Source: an optimization exercise on an open RTL-to-GDS flow (aim: small area and a short achievable clock period). Production flows keep margins and buffers that such runs may drop. Where RTL was checked, it was by simulation tests only, not by an equivalence proof against the original. No activity file was given, so power comes from the tool's default toggle rates.

==> flow/design.v (excerpt) <==
module bbox_top (
    input  logic         clk,
    input  logic         reset,
    input  logic         halt,
    input  logic [288:0] tri_in,
    input  logic [47:0]  screen,
    input  logic [3:0]   msaa,
    output logic [384:0] box_out
);
Settings: LEC_CHECK=0, CAP_MARGIN=20, CORE_MARGIN=2, CORE_UTILIZATION=40, SLEW_MARGIN=20; clock period 9.0 ns.
standard.sh (not shown) runs the stock make flow with config.mk's settings and CLKGATE_MAP_FILE= SYNTH_SCRIPT=/design/flow/synth_recipe.tcl, a recipe that flattens the netlist after the stock synthesis.
==> flow/flow/run.sh <==
#!/bin/bash
# Standard ORFS layout (standard.sh, unchanged synthesis) with small port
# buffers and a tighter setup target for repair_timing. The clock period
# and constraints stay the design's.
set -euo pipefail
bash standard.sh \
  BUFFER_PORTS_ARGS="-buffer_cell sky130_fd_sc_hd__buf_1" \
  SETUP_SLACK_MARGIN=6.0 CORE_UTILIZATION=60 TNS_END_PERCENT=10 \
  finish > orfs_make.log 2>&1
Change:
==> flow/run.sh (new file) <==
#!/bin/bash
# synth_recipe.tcl (not shown) runs the flow's synth.tcl, then flattens the netlist and writes it again
# the make line also repeats each setting of config.mk as NAME=value (left out here)
make -C /OpenROAD-flow-scripts/flow DESIGN_CONFIG=/design/flow/config.mk WORK_HOME=/design/flow/orfs CLKGATE_MAP_FILE= SYNTH_SCRIPT=/design/flow/synth_recipe.tcl finish
removed: flow/flow/run.sh
removed: flow/standard.sh
=> First-iteration DRC count goes down by 9.3%; final area rose by about 11%; sequential share of layout area decreases by 6.8 points; worst setup slack degrades by 1100 ps; total power grows by 5.3%; register-to-register slack degrades by 280 ps; global-route usage shrinks by 9.3 points; sequential power hardly moves; synthesized cell count is unchanged; utilization fell by 18 points.
Change:
==> flow/flow/run.sh (new file) <==
#!/bin/bash
# Standard ORFS layout (standard.sh, unchanged synthesis) with small port
# buffers and a tighter setup target for repair_timing. The clock period
# and constraints stay the design's.
set -euo pipefail
bash standard.sh \
  BUFFER_PORTS_ARGS="-buffer_cell sky130_fd_sc_hd__buf_1" \
  SETUP_SLACK_MARGIN=6.5 TNS_END_PERCENT=10 \
  finish > orfs_make.log 2>&1
==> flow/standard.sh (new file) <==
#!/bin/bash
# synth_recipe.tcl (not shown) runs the flow's synth.tcl, then flattens the netlist and writes it again
# the make line also repeats each setting of config.mk as NAME=value (left out here)
make -C /OpenROAD-flow-scripts/flow DESIGN_CONFIG=/design/flow/config.mk WORK_HOME=/design/flow/orfs CLKGATE_MAP_FILE= SYNTH_SCRIPT=/design/flow/synth_recipe.tcl "${@:-finish}"
removed: flow/run.sh
After rerunning:
- routed wire length is lower by 3.1%
- global-route usage went down by 0.69 points
- worst hold slack gets worse by 9.0 ps
- die area is unchanged
- cell count hardly moves

========
== run 1 ==
bbox_top, a different RTL version from the one above (not shown whole).
Size in the first run: ~1,100 flip-flops, roughly 730 I/O pins, ~38,000 um^2 of cells after synthesis.
// bbox_top
module bbox_top (
    input  logic         clk,
    input  logic         reset,
    input  logic         halt,
    input  logic [288:0] tri_in,
    input  logic [47:0]  screen,
    input  logic [3:0]   msaa,
    output logic [384:0] box_out
);
==> flow/config.mk <==
export PLATFORM = sky130hd
export DESIGN_NAME = bbox_top
export DESIGN_NICKNAME = bbox_top
export VERILOG_FILES = /design/flow/design.v
export SDC_FILE = /design/flow/constraint.sdc
export NUM_CORES = 4
export LEC_CHECK = 0
export CAP_MARGIN = 20
export CORE_MARGIN = 2
export CORE_UTILIZATION = 65
export CTS_CLUSTER_DIAMETER = 100
export CTS_CLUSTER_SIZE = 30
export PLACE_DENSITY = 0.75
export SLEW_MARGIN = 20
==> flow/constraint.sdc <==
create_clock -name core_clock -period 9.0 [get_ports {clk}]
set_input_delay 1.8000 -clock core_clock [delete_from_list [all_inputs] [get_ports {clk}]]
set_output_delay 1.8000 -clock core_clock [all_outputs]
set_load 0.01 [all_outputs]
==> flow/flow/run.sh <==
#!/bin/bash
# Standard ORFS layout (standard.sh, unchanged synthesis) with small port
# buffers and, after global placement (flow/post_gp.tcl), a balanced buffer
# tree for the flip-flop enables and the output port buffers moved next to
# the flip-flops that drive them. repair_timing gets a tighter setup target.
# The clock period and constraints stay the design's.
set -euo pipefail
bash standard.sh \
  BUFFER_PORTS_ARGS="-buffer_cell sky130_fd_sc_hd__buf_1" \
  POST_GLOBAL_PLACE_TCL="$(pwd)/flow/post_gp.tcl" \
  SETUP_SLACK_MARGIN=5.0 TNS_END_PERCENT=10 \
  finish > orfs_make.log 2>&1
==> flow/flow/post_gp.tcl <==
# POST_GLOBAL_PLACE hook: a balanced buffer tree for the flip-flop enables,
# and output port buffers moved next to their drivers
source [file join [file dirname [info script]] halt_tree.tcl]
source [file join [file dirname [info script]] out_bufs.tcl]
ht_build DE 16 6 sky130_fd_sc_hd__buf_4 sky130_fd_sc_hd__buf_8
ob_fix sky130_fd_sc_hd__buf_2
Other scripts of this flow, unchanged in this note and not shown: flow/flow/halt_tree.tcl, flow/flow/out_bufs.tcl
Run 1 went all the way through synthesis, placement and routing and the layout is clean on timing, DRC and antenna.
Input-level comparison between run 2 and run 1:
- swapping 65 for 60 in CORE_UTILIZATION
- clearing PLACE_DENSITY, which used to be 0.75
--- a/flow/flow/run.sh
+++ b/flow/flow/run.sh
@@ -11 +11 @@
-  SETUP_SLACK_MARGIN=5.0 TNS_END_PERCENT=10 \
+  SETUP_SLACK_MARGIN=6.2 TNS_END_PERCENT=100 \
### Flow results
When the final numbers for run 2 and run 1 were put side by side, the final cell count without fillers turned out to be greater in run 2.
Run 2 vs run 1 on total routing resource utilization after global routing: run 2 is the lower one.
Worst reg-to-reg path cell count (higher): run 1
The final reports for run 2 and run 1 show combinational share of power higher in the former.
The relative area of clock buffers and inverters in the final design was comparable across run 2 and run 1.
In terms of required time at the endpoint of the critical path, run 2 and run 1 differ only marginally.
Fmax grows slightly when moving from run 1 to run 2.
Hold slack essentially unchanged between run 1 and run 2.
On critical path depth, run 1 tracks run 2 almost exactly.
The following lists how run 3 was set up differently from run 2:
- changing CORE_UTILIZATION from 60 to 65
--- a/flow/flow/run.sh
+++ b/flow/flow/run.sh
@@ -11 +11 @@
-  SETUP_SLACK_MARGIN=6.2 TNS_END_PERCENT=100 \
+  SETUP_SLACK_MARGIN=5.0 TNS_END_PERCENT=10 \
--- a/flow/flow/post_gp.tcl
+++ b/flow/flow/post_gp.tcl
@@ -5,2 +5,2 @@
-ht_build DE 16 6 sky130_fd_sc_hd__buf_4 sky130_fd_sc_hd__buf_8
-ob_fix sky130_fd_sc_hd__buf_2
+ht_build DE 16 6 sky130_fd_sc_hd__buf_2 sky130_fd_sc_hd__buf_6
+ob_fix sky130_fd_sc_hd__buf_4
==> run notes <==
- Looking at run 2 and run 3, the sequential cell fraction of total power is a wash.
- When the final numbers for run 2 and run 3 were put side by side, the total power turned out to be smaller in run 2.
- Between run 2 and run 3, the portion of the layout cell area used by clock cells does not differ in any meaningful way.
- Per the comparison of run 3 with run 2, die area went down by about 8%; arrival time at the worst endpoint went up by 2.22 ns; wire length after detailed routing went up by about 5.7%; cell count after placement went down by 2.0%; worst setup slack went down by 0.030 ns.
- Run 3: worst hold slack lower than run 2
- Any difference in proportion of cell area occupied by multi-input gates between run 2 and run 3 is small enough to ignore.
- A origin of the worst setup path of u_out.q_pay[132]$_DFFE_PN_ is what run 2 shows, while s1_pay[281]$_DFFE_PN_ belongs to run 3.
- Compare run 2 and run 3 | register-to-register slack higher: run 2
Relative to run 3, the following input files were edited for run 4:
- a change of CORE_UTILIZATION from 65 to 60
--- a/flow/flow/post_gp.tcl
+++ b/flow/flow/post_gp.tcl
@@ -5,2 +5,2 @@
-ht_build DE 16 6 sky130_fd_sc_hd__buf_2 sky130_fd_sc_hd__buf_6
-ob_fix sky130_fd_sc_hd__buf_4
+ht_build DE 16 6 sky130_fd_sc_hd__buf_4 sky130_fd_sc_hd__buf_8
+ob_fix sky130_fd_sc_hd__buf_2
--- outcome ---
- The part of the total power dissipated in combinational logic reported for run 4 is smaller than that of run 3 by 0.5 points.
- Changes observed in run 4 relative to run 3: wire length decreased by about 5.5% relative to the old numbers, logic depth of the worst path, buffers included decreased by 7 relative to the old numbers, final cell utilization of the core decreased by 6.6 points relative to the old numbers, worst-case vdd ir drop decreased by 0.021 mV relative to the old numbers.
- [compare] base=run 3 new=run 4: final cell count rose by 1.7%; power share of the clock group flat.
No run of this note included a check of the RTL's function; only the layout flow was run.

-- port drivers added, routing unchanged --
The flow's constraints put no driver on any port. The routed layouts listed below were extracted and timed again, unchanged, in two steps.
Step 1 (the two cells are an assumption about what drives the block):
set clk [get_ports {clk}]
set_driving_cell -lib_cell sky130_fd_sc_hd__clkbuf_16 $clk
set_driving_cell -lib_cell sky130_fd_sc_hd__buf_2 [delete_from_list [all_inputs] $clk]
Step 2, shift: input delay + t, output delay - t, t = (earliest + latest rising clock arrival at the registers) / 2. This alone moves slack from input paths to output paths.
Slacks: no drivers / after step 1 / after step 2; pairs: no drivers / after step 1.
| run | t (ns) | setup slack, ns | worst setup path at the end |
|---|---|---|---|
| the first run of note 1 | 0.708 | 5.880 / 5.814 / 5.148 | input to register |
| the second run of note 1 | 0.762 | 4.798 / 4.799 / 4.037 | input to register |
| the third run of note 1 | 0.742 | 5.789 / 5.722 / 5.122 | input to register |
| run 1 | 0.667 | 5.967 / 5.904 / 5.695 | input to register |
| run 2 | 0.670 | 5.997 / 5.935 / 5.635 | input to register |
| run 3 | 0.670 | 5.967 / 5.915 / 5.624 | input to register |
| run 4 | 0.675 | 5.978 / 5.913 / 5.645 | input to register |
After both steps every run listed still meets setup and hold. The setup slack of the second run of note 1, which loses most, moves by +0.001 ns with the drivers and by -0.761 ns with both steps.
